Background: an optimization exercise with open tools, aiming at small area, a short achievable clock period and few clock cycles per item. Do not read the settings as production practice.
RTL that was checked went through simulation tests only; none was proved equivalent to the original.

==> v11: inputs <==
Design fasthash64_stream, start of the top module:
module fasthash64_stream (
    input  logic                         clk,
    input  logic                         rst_n,
    input  logic                         cfg_wr_en,
    input  logic [63:0]                  cfg_wr_data,
    input  logic                         s_axis_tvalid,
    output logic                         s_axis_tready,
    input  logic [fh64_pkg::TDATA_W-1:0] s_axis_tdata,
    input  logic                         s_axis_tuser,
    input  logic                         s_axis_tlast,
    output logic                         m_axis_tvalid,
    input  logic                         m_axis_tready,
    output logic [63:0]                  m_axis_tdata
);
==> module fh64_back, before the edit <==
module fh64_back (
    input  logic        clk,
    input  logic        rst_n,
    input  logic        cfg_wr_en,
    input  logic [63:0] cfg_wr_data,
    input  logic        v1,
    input  logic [63:0] pre1,
    input  logic [31:0] len1,
    input  logic        f1,
    input  logic        a1,
    input  logic        l1,
    output logic        take1,
    output logic        ready,
    output logic        m_axis_tvalid,
    input  logic        m_axis_tready,
    output logic [63:0] m_axis_tdata
);
    logic        v2, f2, a2, l2, s2;
    logic [63:0] x2;
    logic [63:0] h;
    logic [63:0] seed;
    logic        pend;       
    logic        fin;        
    logic        out_v;
    logic [63:0] out_d;
    logic        fin_go, m_ok, len_op, m_done, abs_op, xs_op;
    logic [63:0] k_in, k_p, k_mix;
    logic [63:0] m_in, m_p;
    assign fin_go = fin && (!out_v || m_axis_tready);
    assign m_ok   = !fin || fin_go;
    assign len_op = v2 && f2 && m_ok;
    assign m_done = v2 && !f2 && m_ok;
    assign abs_op = m_done && a2;
    assign xs_op  = m_done && !a2 && pend;
    assign take1 = !fin && v1 && (!v2 || !f2);
    assign ready = (!v1 || take1) && !(take1 && f1) && !(v2 && f2 && fin && out_v);
    assign k_in  = fin ? fh64_pkg::mix_pre(h) : pre1;
    fh64_mul_k u_mul_k (
        .a (k_in),
        .p (k_p)
    );
    assign k_mix = fh64_pkg::mix_post(k_p);
    assign m_in = (v2 && f2) ? {32'b0, len1} : (h ^ (x2 ^ (s2 ? seed : 64'b0)));
    fh64_mul_m u_mul_m (
        .a (m_in),
        .p (m_p)
    );
    assign m_axis_tvalid = out_v;
    assign m_axis_tdata  = out_d;
    always_ff @(posedge clk or negedge rst_n)
    begin
        if (!rst_n)
        begin
            v2    <= 1'b0;
            f2    <= 1'b0;
            h     <= '0;
            seed  <= fh64_pkg::SEED_RESET;
            pend  <= 1'b0;
            fin   <= 1'b0;
            out_v <= 1'b0;
        end
        else
        begin
            if (take1)
            begin
                v2 <= 1'b1;
                f2 <= f1;
            end
            else if (m_done)
            begin
                v2 <= 1'b0;
            end
            else if (len_op)
            begin
                f2 <= 1'b0;
            end
            if (len_op || abs_op)
            begin
                h <= m_p;
            end
            else if (xs_op)
            begin
                h <= m_in;
            end
            if (len_op)
            begin
                pend <= 1'b1;
            end
            else if (m_done)
            begin
                pend <= 1'b0;
            end
            fin   <= (fin && !fin_go) || (m_done && l2);
            out_v <= fin_go || (out_v && !m_axis_tready);
            if (cfg_wr_en)
            begin
                seed <= cfg_wr_data;
            end
        end
    end
    always_ff @(posedge clk)
    begin
        if (take1)
        begin
            x2 <= k_mix;
            s2 <= f1;
            a2 <= a1;
            l2 <= l1;
        end
        if (fin_go)
        begin
            out_d <= k_mix;
        end
    end
endmodule
Settings: LEC_CHECK=0, CAP_MARGIN=20, CORE_MARGIN=2, CORE_UTILIZATION=40, SETUP_SLACK_MARGIN=2.0, SLEW_MARGIN=20; clock period 11.0 ns.
run.sh (not shown) runs the stock make flow with config.mk's settings and CLKGATE_MAP_FILE= SYNTH_SCRIPT=/design/flow/synth_recipe.tcl, a recipe that flattens the netlist after the stock synthesis.
==> v16 (differences from v11) <==
--- a/flow/design.v
+++ b/flow/design.v
@@ -2759,5 +2759,5 @@
             else if (xs_op)
             begin
-                h <= m_in;
+                h <= h ^ seed;
             end
             if (len_op)
--- a/flow/config.mk
+++ b/flow/config.mk
@@ -9,4 +9,4 @@
 export CORE_MARGIN = 2
 export CORE_UTILIZATION = 40
-export SETUP_SLACK_MARGIN = 2.0
+export SETUP_SLACK_MARGIN = 4.5
 export SLEW_MARGIN = 20
==> v38 (differences from v11) <==
--- a/flow/design.v
+++ b/flow/design.v
@@ -2694,5 +2694,5 @@
     output logic [63:0] m_axis_tdata
 );
-    logic        v2, f2, a2, l2, s2;
+    logic        v2, f2, a2, l2;
     logic [63:0] x2;
     logic [63:0] h;
@@ -2719,5 +2719,5 @@
     );
     assign k_mix = fh64_pkg::mix_post(k_p);
-    assign m_in = (v2 && f2) ? {32'b0, len1} : (h ^ (x2 ^ (s2 ? seed : 64'b0)));
+    assign m_in = (v2 && f2) ? {32'b0, len1} : (h ^ x2);
     fh64_mul_m u_mul_m (
         .a (m_in),
@@ -2759,5 +2759,5 @@
             else if (xs_op)
             begin
-                h <= m_in;
+                h <= h ^ seed;
             end
             if (len_op)
@@ -2781,6 +2781,5 @@
         if (take1)
         begin
-            x2 <= k_mix;
-            s2 <= f1;
+            x2 <= k_mix ^ (f1 ? seed : 64'b0);
             a2 <= a1;
             l2 <= l1;
--- a/flow/config.mk
+++ b/flow/config.mk
@@ -9,4 +9,3 @@
 export CORE_MARGIN = 2
 export CORE_UTILIZATION = 40
-export SETUP_SLACK_MARGIN = 2.0
 export SLEW_MARGIN = 20
==> v28 (differences from v11) <==
--- a/flow/design.v
+++ b/flow/design.v
@@ -2694,5 +2694,5 @@
     output logic [63:0] m_axis_tdata
 );
-    logic        v2, f2, a2, l2, s2;
+    logic        v2, f2, a2, l2;
     logic [63:0] x2;
     logic [63:0] h;
@@ -2719,5 +2719,5 @@
     );
     assign k_mix = fh64_pkg::mix_post(k_p);
-    assign m_in = (v2 && f2) ? {32'b0, len1} : (h ^ (x2 ^ (s2 ? seed : 64'b0)));
+    assign m_in = (v2 && f2) ? {32'b0, len1} : (h ^ x2);
     fh64_mul_m u_mul_m (
         .a (m_in),
@@ -2759,5 +2759,5 @@
             else if (xs_op)
             begin
-                h <= m_in;
+                h <= h ^ seed;
             end
             if (len_op)
@@ -2781,6 +2781,5 @@
         if (take1)
         begin
-            x2 <= k_mix;
-            s2 <= f1;
+            x2 <= k_mix ^ (f1 ? seed : 64'b0);
             a2 <= a1;
             l2 <= l1;
--- a/flow/config.mk
+++ b/flow/config.mk
@@ -6,7 +6,8 @@
 export NUM_CORES = 4
 export LEC_CHECK = 0
+export ABC_CLOCK_PERIOD_IN_PS = 5000
 export CAP_MARGIN = 20
 export CORE_MARGIN = 2
-export CORE_UTILIZATION = 40
-export SETUP_SLACK_MARGIN = 2.0
+export CORE_UTILIZATION = 50
+export SETUP_SLACK_MARGIN = 4.5
 export SLEW_MARGIN = 20
==> run summary <==
Cells and area
In the final layout, the share of cells above drive strength 1 is 7.89%.

Route
The per-cell via count in the routed design is 5.61.

Run status
The flow ran to the end and the layout has no timing, DRC or antenna violations.

Critical path
The minimum setup slack among reg-to-reg paths is 2.10 ns. Together, buffers and inverters on the worst path number 9. The worst reg-to-reg path cell count is 27. The worst setup path startpoint is u_back.fin. The critical path's largest stage delay is 0.63 ns.

The required time reported for the critical path endpoint is 11.36 ns.

Yosys
Sequential elements use 18.8% of the synthesized area.

Global routing
For this run, global-route usage on met3 was measured as 7.00%. The met1 track demand over resource is 43.8%.

Clock network
For the worst-skew pair, the clock arrives at the later sink with an insertion delay of 0.67 ns.

Timing
Setup slack on the critical path of the routed design comes to 2.10 ns.
the above is filed under v11

==> run summary <==
Critical path
The worst register-to-register path has a depth of 25. The critical path starts at u_back.h[32]. The required time reported for the critical path endpoint is 11.41 ns. In this run the register-to-register setup slack is 3.54 ns. The critical path's largest stage delay is 0.66 ns.

Yosys
The share of synthesized area occupied by flip-flops and latches is 18.6%.

Global routing
The met1 track demand over resource is 43.3%. Global routing used 10.5% of the available met3 tracks.

Run status
The flow ran to the end and the layout has no timing, DRC or antenna violations.

Route
Using the TritonRoute via totals, the vias-per-cell ratio works out to 5.57.

Clock network
The clock latency at the later pin of the worst-skew pair is 0.70 ns.

Cells and area
The share of final-layout standard cells stronger than drive strength 1 is 30.9%.
the above is filed under v16

==> run summary <==
Timing
The post-route worst setup slack is 3.55 ns.

Cells and area
The share of final-layout standard cells stronger than drive strength 1 is 29.8%.

Global routing
For met1 alone, demand over resource in global routing was 49.4%. For met3 alone, demand over resource in global routing was 14.0%.

Critical path
In this run the worst setup path begins at u_back.h[42]. The required time reported for the critical path endpoint is 11.39 ns. On the worst path, the slowest cell contributes a delay of 0.54 ns. The worst register-to-register path has a depth of 28. Across all register-to-register paths, the minimum setup slack is 3.55 ns.

Route
After detailed routing, the number of vias per cell comes to 5.74.

Yosys
The share of synthesized area occupied by flip-flops and latches is 18.7%.

Clock network
The clock latency at the later pin of the worst-skew pair is 0.66 ns.

Run status
The flow ran to the end and the layout has no timing, DRC or antenna violations.
the above is filed under v28

==> run summary <==
Clock network
The later pin in the worst-skew pair is clocked with a latency of 0.65 ns.

Critical path
The setup path with the least slack is of type reg -> reg. The combined buffer and inverter count along the critical path is 4. The most critical setup path has its startpoint at u_back.fin.

The critical path's largest stage delay is 0.62 ns. The required time reported for the critical path endpoint is 11.34 ns. Counting cells, the worst reg-to-reg path comes to 23.

In this run the register-to-register setup slack is 1.75 ns.

Yosys
The synthesized design spends more area on one cell type than any other, namely sky130_fd_sc_hd__fa_1. The cell area after technology mapping is 54900 sq um. The share of synthesized area occupied by flip-flops and latches is 18.7%.

Run status
The flow ran to the end and the layout has no timing, DRC or antenna violations.

Global routing
The met3 routing resource usage after global routing is 7.69%. Global routing used 40.8% of the available met1 tracks.

Cells and area
Summing all flip-flop and latch instances after layout gives 10200 sq um.

Timing
The time the final worst path needs with I/O delays and setup is 9.25 ns. In the post-route analysis, the smallest setup slack over all paths is 1.75 ns.
the above is filed under v38

Testbench counts of v11, summed over its fixed seeds: cycles 7,851, words 6,859.
Testbench counts of v38, summed over its fixed seeds: cycles 7,851, words 6,859.
Testbench counts of v28, summed over its fixed seeds: cycles 7,851, words 6,859.
Only the layout flow was run in v16; the RTL was not checked for function there.

-- separate check: timing with driven ports --
Ports are ideal in the flow. The routed layouts listed here were re-timed in OpenROAD.
Step 1 assumes that a clkbuf_16 drives the clock port and a buf_2 every other input.
Step 2 also shifts input and output timing later by t, the mid clock arrival at the registers, as if the neighbouring blocks saw the same clock.
a / b / c = no drivers / after step 1 / after step 2; a / b = the first two.
run	t, ns	setup slack, ns	cell pins on the clock port's net
v11	0.701	2.099 / 2.099 / 2.099	1
v16	0.736	3.545 / 3.545 / 3.545	1
v38	0.690	1.754 / 1.754 / 1.754	1
v28	0.703	3.554 / 3.554 / 3.554	1
After both steps every run listed still meets setup and hold.
